This is an optimization exercise on Yosys and OpenROAD, whose aim is small area and a short achievable clock period, not a production implementation. RTL that was checked went through simulation tests only; none was proved equivalent to the original. Power is estimated from default activity; no workload was simulated.

## run D
==> flow/design.v <==
`default_nettype none
package fft_types_pkg;
	localparam int SAMPLE_W = 16;
	typedef logic signed [SAMPLE_W-1:0] sample_t;
	localparam int ACC_W = 32;
	typedef logic signed [ACC_W-1:0] acc_t;
	localparam int MAX_LOG2_POINTS = 4;
	localparam int MIN_LOG2_POINTS = 2;
	localparam logic CAP_IDLE = 1'b0;
	localparam logic CAP_COLLECT = 1'b1;
endpackage
`default_nettype wire
`default_nettype none
package fft_twiddle_pkg;
	localparam int FRAC_BITS = 13;
	localparam int TWIDDLE_COUNT = 8;
	localparam logic [16*TWIDDLE_COUNT-1:0] TWIDDLE_RE = {
		16'hE270,
		16'hE95F,
		16'hF3C1,
		16'h0000,
		16'h0C3F,
		16'h16A1,
		16'h1D90,
		16'h2000
	};
	localparam logic [16*TWIDDLE_COUNT-1:0] TWIDDLE_IM = {
		16'hF3C1,
		16'hE95F,
		16'hE270,
		16'hE000,
		16'hE270,
		16'hE95F,
		16'hF3C1,
		16'h0000
	};
endpackage
`default_nettype wire
`default_nettype none
module fft_top (
	input wire clk,
	input wire rst_n,
	input wire stb,
	input wire sop_in,
	input wire [15:0] x_re,
	input wire [15:0] x_im,
	output wire valid_out,
	output wire sop_out,
	output wire [15:0] y_re,
	output wire [15:0] y_im
);
	reg coll;
	reg [2:0] m;
	reg xv;
	reg [2:0] xm;
	reg [12:1] ph;
	reg vo, so;
	wire [2:0] idx = coll ? m : 3'd0;
	wire acc = stb & (coll | sop_in);
	wire ph0 = xv & (xm == 3'd7);
	always @(posedge clk or negedge rst_n) begin
		if (!rst_n) begin
			coll <= 1'b0;
			m <= 3'd0;
			xv <= 1'b0;
			xm <= 3'd0;
			ph <= 12'd0;
			vo <= 1'b0;
			so <= 1'b0;
		end else begin
			xv <= acc;
			xm <= idx;
			if (acc) begin
				coll <= (idx != 3'd7);
				m <= idx + 3'd1;
			end
			ph <= {ph[11:1], ph0};
			vo <= |ph[12:5];
			so <= ph[5];
		end
	end
	assign valid_out = vo;
	assign sop_out = so;
	reg [15:0] xr, xi;
	always @(posedge clk) begin
		xr <= x_re;
		xi <= x_im;
	end
	reg [63:0] lo_r, lo_i, hi_r, hi_i;
	reg [15:0] p1r, p1i, f1r, f1i;
	reg w2;
	wire lo_sh = xv | ph[1];
	always @(posedge clk) begin
		if (ph0) begin
			p1r <= hi_r[16 +: 16];
			p1i <= hi_i[16 +: 16];
		end else if (ph[3]) begin
			p1r <= hi_r[48 +: 16];
			p1i <= hi_i[48 +: 16];
		end else if (lo_sh & ~ph[1] & ~ph[2]) begin
			p1r <= lo_r[32 +: 16];
			p1i <= lo_i[32 +: 16];
		end else begin
			p1r <= lo_r[48 +: 16];
			p1i <= lo_i[48 +: 16];
		end
		if (ph0) begin
			f1r <= b1i;
			f1i <= ~b1r;
		end else if (ph[1] | ph[2]) begin
			f1r <= lo_r[16 +: 16];
			f1i <= lo_i[16 +: 16];
		end else if (ph[3]) begin
			f1r <= hi_i[16 +: 16];
			f1i <= ~hi_r[16 +: 16];
		end else begin
			f1r <= x_re;
			f1i <= x_im;
		end
		w2 <= ph0 | ph[3];
	end
	wire [16:0] sr = {p1r[15], p1r} + {f1r[15], f1r};
	wire [16:0] dr = {p1r[15], p1r} + ~{f1r[15], f1r} + 17'd1;
	wire [16:0] si = {p1i[15], p1i} + {f1i[15], f1i} + {16'd0, w2};
	wire [16:0] di = {p1i[15], p1i} + ~{f1i[15], f1i} + {16'd0, ~w2};
	wire [15:0] a1r = {sr[16], sr[14:0]};
	wire [15:0] b1r = {dr[16], dr[14:0]};
	wire [15:0] a1i = {si[16], si[14:0]};
	wire [15:0] b1i = {di[16], di[14:0]};
	always @(posedge clk) begin
		if (lo_sh) begin
			lo_r <= {lo_r[47:0], xm[2] ? a1r : xr};
			lo_i <= {lo_i[47:0], xm[2] ? a1i : xi};
		end
	end
	always @(posedge clk) begin
		if (xv & xm[2]) begin
			hi_r <= {hi_r[47:0], b1r};
			hi_i <= {hi_i[47:0], b1i};
		end
	end
	reg [31:0] al_r, al_i;
	reg [63:0] bl_r, bl_i;
	always @(posedge clk) begin
		al_r <= {al_r[15:0], a1r};
		al_i <= {al_i[15:0], a1i};
		bl_r <= {bl_r[47:0], b1r};
		bl_i <= {bl_i[47:0], b1i};
	end
	reg [15:0] tqr, tqi;
	always @(posedge clk) begin
		if (ph[1]) begin
			tqr <= a1r;
			tqi <= a1i;
		end else if (ph[3]) begin
			tqr <= bl_r[16 +: 16];
			tqi <= bl_i[16 +: 16];
		end
	end
	reg tsub;
	reg [16:0] tx;
	always @(posedge clk) begin
		tsub <= ph[2] | ph[4];
		tx <= {tqi[15], tqi} + (tsub ? ~{tqr[15], tqr} : {tqr[15], tqr}) + {16'd0, tsub};
	end
	wire [20:0] ex = {{4{tx[16]}}, tx};
	wire [24:0] ey = {{8{tx[16]}}, tx};
	reg [20:0] m11;
	reg [24:0] m161;
	reg mn;
	always @(posedge clk) begin
		m11 <= (ex << 3) + (ex << 1) + ex;
		m161 <= (ey << 7) + (ey << 5) + ey;
		mn <= |tx[12:0];
	end
	wire [29:0] mp = {m11[20], m11, 9'd0} + {{5{m161[24]}}, m161};
	wire [16:0] fx = mp[29:13];
	reg [16:0] hf;
	reg hn;
	always @(posedge clk) begin
		hf <= fx;
		hn <= mn;
	end
	reg [15:0] p2r, p2i;
	reg [16:0] f2r, f2i;
	reg crb, cia, cib;
	reg cc;
	always @(posedge clk) begin
		if (ph[4]) begin
			p2r <= al_r[16 +: 16];
			p2i <= al_i[16 +: 16];
			f2r <= {al_r[15], al_r[0 +: 16]};
			f2i <= {al_i[15], al_i[0 +: 16]};
			crb <= 1'b1;
			cia <= 1'b0;
			cib <= 1'b1;
		end else if (ph[5]) begin
			p2r <= al_r[0 +: 16];
			p2i <= al_i[0 +: 16];
			f2r <= hf;
			f2i <= fx;
			crb <= ~hn;
			cia <= 1'b0;
			cib <= ~mn;
		end else if (ph[6]) begin
			p2r <= bl_r[48 +: 16];
			p2i <= bl_i[48 +: 16];
			f2r <= {bl_i[47], bl_i[32 +: 16]};
			f2i <= ~{bl_r[47], bl_r[32 +: 16]};
			crb <= 1'b1;
			cia <= 1'b1;
			cib <= 1'b0;
		end else begin
			p2r <= bl_r[32 +: 16];
			p2i <= bl_i[32 +: 16];
			f2r <= fx;
			f2i <= ~hf;
			crb <= ~mn;
			cia <= ~hn;
			cib <= 1'b0;
		end
		cc <= ph[4] | ph[5] | ph[6] | ph[7];
	end
	wire [17:0] e2r = {{2{p2r[15]}}, p2r};
	wire [17:0] e2i = {{2{p2i[15]}}, p2i};
	wire [17:0] g2r = {f2r[16], f2r};
	wire [17:0] g2i = {f2i[16], f2i};
	wire [17:0] ar = e2r + g2r;
	wire [17:0] br = e2r + ~g2r + {17'd0, crb};
	wire [17:0] ai = e2i + g2i + {17'd0, cia};
	wire [17:0] bi = e2i + ~g2i + {17'd0, cib};
	reg [63:0] xl_r, xl_i;
	reg [15:0] yr, yi;
	always @(posedge clk) begin
		xl_r <= {xl_r[47:0], br[17], br[14:0]};
		xl_i <= {xl_i[47:0], bi[17], bi[14:0]};
		yr <= cc ? {ar[17], ar[14:0]} : xl_r[48 +: 16];
		yi <= cc ? {ai[17], ai[14:0]} : xl_i[48 +: 16];
	end
	assign y_re = yr;
	assign y_im = yi;
endmodule
`default_nettype wire
clock: 8.0 ns
lec_check: 0
cap_margin: 20
core_margin: 2
core_utilization: 40
setup_slack_margin: 5
slew_margin: 20
run.sh (not shown) runs the stock make flow with config.mk's settings and CLKGATE_MAP_FILE= SYNTH_SCRIPT=/design/flow/synth_recipe.tcl, a recipe that flattens the netlist after the stock synthesis.
Run D reached the final stage; the timing, DRC and antenna checks on its layout passed.
--- input diff run D..run A ---
-- flow/design.v --
<<< run D, line 87
		xi <= x_im;
	end
	reg [63:0] lo_r, lo_i, hi_r, hi_i;
	reg [15:0] p1r, p1i, f1r, f1i;
	reg w2;
>>> run A, line 87
		xi <= x_im;
	end
	reg [63:0] lo_r, lo_i;
	reg [47:0] hi_r, hi_i;
	reg [15:0] p1r, p1i, f1r, f1i;
	reg w2;
<<< run D, line 96
			p1i <= hi_i[16 +: 16];
		end else if (ph[3]) begin
			p1r <= hi_r[48 +: 16];
			p1i <= hi_i[48 +: 16];
		end else if (lo_sh & ~ph[1] & ~ph[2]) begin
			p1r <= lo_r[32 +: 16];
>>> run A, line 97
			p1i <= hi_i[16 +: 16];
		end else if (ph[3]) begin
			p1r <= hi_r[32 +: 16];
			p1i <= hi_i[32 +: 16];
		end else if (lo_sh & ~ph[1] & ~ph[2]) begin
			p1r <= lo_r[32 +: 16];
<<< run D, line 112
			f1i <= lo_i[16 +: 16];
		end else if (ph[3]) begin
			f1r <= hi_i[16 +: 16];
			f1i <= ~hi_r[16 +: 16];
		end else begin
			f1r <= x_re;
>>> run A, line 113
			f1i <= lo_i[16 +: 16];
		end else if (ph[3]) begin
			f1r <= hi_i[0 +: 16];
			f1i <= ~hi_r[0 +: 16];
		end else begin
			f1r <= x_re;
<<< run D, line 135
	end
	always @(posedge clk) begin
		if (xv & xm[2]) begin
			hi_r <= {hi_r[47:0], b1r};
			hi_i <= {hi_i[47:0], b1i};
		end
	end
>>> run A, line 136
	end
	always @(posedge clk) begin
		if (xv & xm[2] & ~(xm[1] & xm[0])) begin
			hi_r <= {hi_r[31:0], b1r};
			hi_i <= {hi_i[31:0], b1i};
		end
	end
Findings:
Measured against each other, run A and run D differ in final period utilization, the lower figure coming from run A.
Changes observed in run A relative to run D: final area lower; met1 track utilization from global routing shrank by 1.6 points; power saw a decrease.
Compared to run D, run A has leakage power about 2.6% lower.
Run D → run A: horizontal die dimension now smaller; flip-flop and latch count now smaller.
Sort run A and run D by net switching power figure, ascending, and run A comes first.
Relative to run D, number of clock buffer instances in the layout has increased by 12 in run A.
Run A finished every step from synthesis to the final layout, and the layout passed the timing, DRC and antenna checks.
Taking run D as 1.0, run A lands at 0.941 on total length of routed wires.
No functional check of the RTL was part of run D.

-- static timing again, ports no longer ideal --
In the flow no input, the clock included, has a driving cell. The finished layouts below were timed again as built, in two steps.
Step 1, drivers: a clkbuf_16 drives clk and a buf_2 each remaining input, both assumed.
Step 2 moves the port delays by t, midway between the first and last clock arrival at a register: inputs arrive t later, outputs are due t later. That takes back most of the time a late clock gives input paths.
Three values: no drivers, after step 1, after step 2; two values: the first two.
run | t, ns | slack for setup (ns) | worst setup path after step 2 | cell pins on the clock port's net
run D | 0.722 | 5.014 / 5.002 / 5.014 | register to register | 1
run A | 0.694 | 5.034 / 5.000 / 5.034 | register to register | 1
After both steps every run listed still meets setup and hold.
